This design comes from an exercise in tuning for small area, a short achievable clock period and few clock cycles per item on the open sky130 flow, not from production work.
Function was checked by simulation only, so behaviour that the tests miss may differ from the original.
No activity file was given, so power comes from the tool's default toggle rates.

==> flow/design.v (outline; a module is shown in full before it is edited, if it fits) <==
// module classifierTop: 1898 lines
module classifierTop (
    input  wire                   i_clk100,
    input  wire                   i_rstN,
    input  wire cnnPkg::camBus_t  i_cam,
    input  wire                   i_start,
    input  wire                   i_cfgWr,
    input  wire [4-1:0] i_cfgAddr,
    input  wire [15:0]            i_cfgData,
    output logic                  o_busy,
    output logic                  o_done,
    output cnnPkg::score_t        o_score,
    output logic                  o_led
);
  // ...
==> flow/flow/run.sh <==
#!/bin/bash
set -euo pipefail
bash standard.sh SETUP_SLACK_MARGIN=6.9 MATCH_CELL_FOOTPRINT=0 finish > standard.log 2>&1
==> flow/standard.sh <==
#!/bin/bash
# synth_recipe.tcl (not shown) runs the flow's synth.tcl, then flattens the netlist and writes it again
# the make line also repeats each setting of config.mk as NAME=value (left out here)
make -C /OpenROAD-flow-scripts/flow DESIGN_CONFIG=/design/flow/config.mk WORK_HOME=/design/flow/orfs CLKGATE_MAP_FILE= SYNTH_SCRIPT=/design/flow/synth_recipe.tcl "${@:-finish}"
==> flow/config.mk <==
export PLATFORM = sky130hd
export DESIGN_NAME = classifierTop
export DESIGN_NICKNAME = classifierTop
export VERILOG_FILES = /design/flow/design.v
export SDC_FILE = /design/flow/constraint.sdc
export NUM_CORES = 4
export LEC_CHECK = 0
export CAP_MARGIN = 20
export CORE_MARGIN = 2
export CORE_UTILIZATION = 40
export SLEW_MARGIN = 20
==> flow/constraint.sdc <==
create_clock -name core_clock -period 10.0 [get_ports {i_clk100}]
set_input_delay 2.0000 -clock core_clock [delete_from_list [all_inputs] [get_ports {i_clk100}]]
set_output_delay 2.0000 -clock core_clock [all_outputs]
set_load 0.01 [all_outputs]
==> results.txt, run 1 <==
multi-input combinational area share=41.3%; design area=39200 µm²; DR WL/cell=21.0 µm; met3 usage=3.22%; Placed Cells=3648; P&R area growth vs syn=19.6%; status=complete, no violations; Clk pwr share=18.4%; vias in the first global route=22000; total negative slack=0 ps; Worst path top cell family by delay=compound AO/OA/AOI/OAI gates; CP Cell Sequence=a22oi_2 -> xor2_2 -> fa_1 -> inv_2 -> ha_4 -> a211oi_2 -> o21a_1 -> o21ai_2 -> a31oi_4 -> o21ai_4 -> nand4_1 -> a41o_4 -> or4_1 -> o211ai_1; WS Path Type=reg2reg; initial core utilization=40.5%; first-pass GRT wire length=129000 µm; largest net degree at the start of global routing=90; Post-Syn Nets=3074; Final Slew Violations=0; Post-CTS Hold Fix Bufs=0; FFs & Latches=608; HP Class=reg2reg; CTS tree=done; unrepaired setup endpoints after global routing=true; routed length on met3=3700 µm; sw power=5610 µW; Post-Place Cell Area=34600 µm²; Hold Crit Endpoint=tBCol[1]; max-cap viol count=0; multiplexer share of the synthesized area=8.06%
Testbench counts, summed over its fixed seeds: cycles 39,099, tiles 192.
==> run 2, diff against run 1 <==
==> flow/flow/run.sh (replaced) <==
#!/bin/bash
set -euo pipefail
bash standard.sh SETUP_SLACK_MARGIN=6.7 finish > standard.log 2>&1
==> run 2 against run 1 <==
Still clean. Non-clock buffer count down 90. Setup slack worse by 40 ps. Synthesized area unchanged. Clock power down 3%. Clock skew up 5.1 ps. First-iteration DRC count down 2.9%. Sequential share of layout area up 0.92 points. Critical path depth unchanged. Global-route usage down 0.74 points. Fmax down 1.1%. Register-to-register slack worse by 40 ps. Count of clock-buffer cells in the layout down 1. Critical path type unchanged. Critical endpoint unchanged. Highest routed layer unchanged.
==> results.txt, run 2 <==
clock tree sinks=608; clock slew at reported path FFs=60 ps; Synth cell types=66; die extent in x=290 µm; CP Data Required Time=10440 ps; Crit. End Element=register; core area=80800 µm²; cell area after synthesis=32800 µm²; row count=104; largest fanout on the critical path=24; HP Class=reg2reg; Internal Power=8390 µW; Post-Syn Nets=3074 (unchanged); Setup violations, final=0; Seq pwr share=31.0%; Max clock buf depth=3; Tmin final=3600 ps; Via Count=20100; Top Registers=lb (152), aR (107), kern (72); layout cell share with drive strength beyond 1=20.2%; max-cap viol count=0 (unchanged); power per cell area=365 nW/µm²; top-count cell post-synth=inv_1; Post-CTS Hold Fix Bufs=0 (unchanged); DR WL/cell=20.7 µm (-1.2%); via/cell ratio=5.19; initial core utilization=40.5% (unchanged); Total GRT Usage=19.2%; Crit path largest cell delay=550 ps; Pre-Repair DR Iteration Count=5; Reg-to-Reg End=P[22]; Comb power frac=50.8%; Commonest cells post-synth=inv_1 (356), fa_1 (311), edfxtp_1 (261); DRC viols=0; most common cell after layout, fill and taps aside=inv_1; Final Slew Violations=0 (unchanged); max_slew headroom=26.5%; Power Total=14000 µW; max reg flops=152; Clk pwr share=18.2% (-0.2 points); Primary FF master, synth=edfxtp_1; Antenna Nets Post-Route=0; Die ar.=84200 µm²; DP Wirelength=57900 µm; P&R area growth vs syn=16.9%; Switching Fraction=39.9%; DR WL met2=39800 µm; Final GP Congestion=0.874; first-pass GRT wire length=125000 µm (-3.1%); Fin. Hold Viols=0; port buffer count=68; Post-Syn Instances=2610; period utilisation layout=36.0%; Fill cells=7097; total negative slack=0 ps (unchanged); register area share after synthesis=47.3%; area leader, netlist=edfxtp_1; Final nets=3218; starting DRC count in detailed routing=1308; clock skew=37.1 ps; status=complete, no violations; sw power=5570 µW (-0.61%); grt ovf=0; Max VDD drop=0.000240 V; r2r setup slk=6400 ps; Root Driver=clkbuf_16; worst slew pin tran=1100 ps; largest net degree at the start of global routing=90 (unchanged); Met1 Routed Length=33500 µm; Max Clock Freq=278 MHz; CP Launch Type=register; Chip Height=290 µm; top sig layer=met4; Worst path top cell family by delay=compound AO/OA/AOI/OAI gates; WS Path Type=reg2reg; R2R Path Start=neg; WL final=80200 µm; CP Depth=14; CP startpoint=neg; slowest CP cell=fa_1; initial antenna violation count=0; Avg Inst Size Synth=12.5 µm²; unrepaired setup endpoints after global routing=true; top cells by area, synth=edfxtp_1 (24%), fa_1 (19%), dfxtp_1 (13%); Syn. warnings=4; CTS Buf Count=69; EDFF count, synth=261; R2R depth=14; CTS tree=done; share of the synthesized area in the top cell type=23.9%; CP Cell Sequence=buf_12 -> nand2b_1 -> fa_1 -> inv_1 -> ha_1 -> o21a_1 -> o21ai_2 -> o21ai_2 -> a31oi_4 -> o21ai_4 -> nand4_1 -> a41o_4 -> or4_1 -> o211ai_1; Largest Register=lb; H-tree depth=3; ys async rst share=23.4%; register bit total from synthesis=608; cell mode on critical path=o21ai_2; Leak Pwr=0.0166 µW; routed length on met3=3810 µm (+3.0%); crit path buf inv count=2; Arrival @ worst endpoint=4040 ps; IO Pins=69; Clock Latency Late Sink=620 ps; vias in the first global route=21600 (-1.9%); most frequent cells in the layout=inv_1 (355), fa_1 (302), edfxtp_1 (261); crit path to=P[22]
==> run 2: worst min path at each step <==
stage                     to     start  depth (start not counted)
finish              tCRow[2]  tBRow[2]                          0
global route        tCRow[2]  tBRow[2]                          0
CTS                 tCRow[2]  tBRow[2]                          0
detailed placement  tBRow[2]  tARow[2]                          0
global placement    tBCol[1]  tACol[1]                          0
floorplan             cs1[0]    aR[96]                          0
==> run 2: kinds of logic (layout without fill, tap and decap cells) <==
family	Yosys count	count (layout)	share of synthesized area [%]
buffers and inverters	460	654	5.42
muxes	238	238	8.06
DFF	608	608	47.3
other	0	1	0
and+or+nand+nor	584	587	9.24
xor gates and xnor gates	82	82	2.19
AOI/OAI and AO/OA	208	209	4.22
adders and majority gates	430	430	23.6
==> run 2: layout make-up <==
type                       count  area, µm²  area share [%]
inverter                     356       1340            3.49
clock inverter                36        314           0.820
multi-input combinational   1546      16100            42.0
sequential                   608      15500            40.5
tap                         1060       1330            3.46
timing repair buffer         173       1730            4.53
antenna                        1       2.50         0.00654
clock buffer                  89       2000            5.21
==> run 2: worst reg2reg max path, stage by stage (launching register included) <==
cell	delay, ps
dfxtp_2	350
buf_12	170
nand2b_1	230
fa_1	550
inv_1	40
ha_1	330
o21a_1	160
o21ai_2	60
o21ai_2	220
a31oi_4	140
o21ai_4	210
nand4_1	180
a41o_4	270
or4_1	420
o211ai_1	110
==> run 2: stage by stage <==
step | util [%] | instance area (µm²) | hold slack, ps | instances | worst slack [ps]
global route | 47.4 | 38300 | 329 | 3868 | 6180
finish | 47.4 | 38300 | 314 | 3869 | 6400
detailed placement | 42.7 | 34500 | 312 | 3645 | 4950
CTS | 46.8 | 37800 | 309 | 3839 | 6410
global placement | 42.7 | 34500 | 314 | 3645 | 5000
floorplan | - | 32900 | 310 | 2610 | 6060
==> run 2: timing repair <==
| item | CTS | global route |
|---|---|---|
| endpoints found under the setup margin | 376 | 71 |
| resized for setup | 193 | 56 |
| pin swaps | 33 | 25 |
| buffers inserted | 60 | 27 |
| gates cloned | 9 | 1 |
==> run 2: power by group through the flow <==
| stage | registers (µW) | clock network (µW) | logic (µW) |
|---|---|---|---|
| 2_1_floorplan | 4010 | 0 | 4620 |
| 3_3_place_gp | 4360 | 0 | 6390 |
| 3_5_place_dp | 4380 | 0 | 6570 |
| 4_1_cts | 4330 | 2590 | 7040 |
| 5_1_grt | 4400 | 2690 | 8030 |
| 6_report | 4320 | 2540 | 7100 |
==> run 2: routing by layer <==
metal / global-route usage (%) / vias to the layer above
li1: - / 9007
met1: 24.7 / 10400
met2: 32.8 / 523
met3: 2.73 / 169
met4: 7.37 / 0
met5: 0 / -

[separate check: timing with driven ports]
How much do the figures lean on ideal ports? The routed layouts below were timed once more, with nothing changed but the port constraints. Step 1 assumes that a clkbuf_16 drives the clock port and a buf_2 every other input. Step 2, shift: input delay + t, output delay - t, t = (earliest + latest rising clock arrival at the registers) / 2. This alone moves slack from input paths to output paths. Slacks: ideal / step 1 / step 2; pairs: ideal / step 1.
| run | t (ns) | setup WS [ns] | hold slack, ns | clock arrival spread, ns | pins driven straight from the clock port |
|---|---|---|---|---|---|
| run 1 | 0.678 | 6.443 / 6.443 / 6.286 | 0.327 / 0.327 / 0.327 | 0.032 / 0.033 | 1 |
| run 2 | 0.667 | 6.403 / 6.403 / 6.154 | 0.314 / 0.314 / 0.314 | 0.039 / 0.038 | 1 |
After both steps setup and hold are still met in every run listed. The setup slack of run 2, which loses most, moves by 0.000 ns with the drivers and by -0.249 ns with both steps.
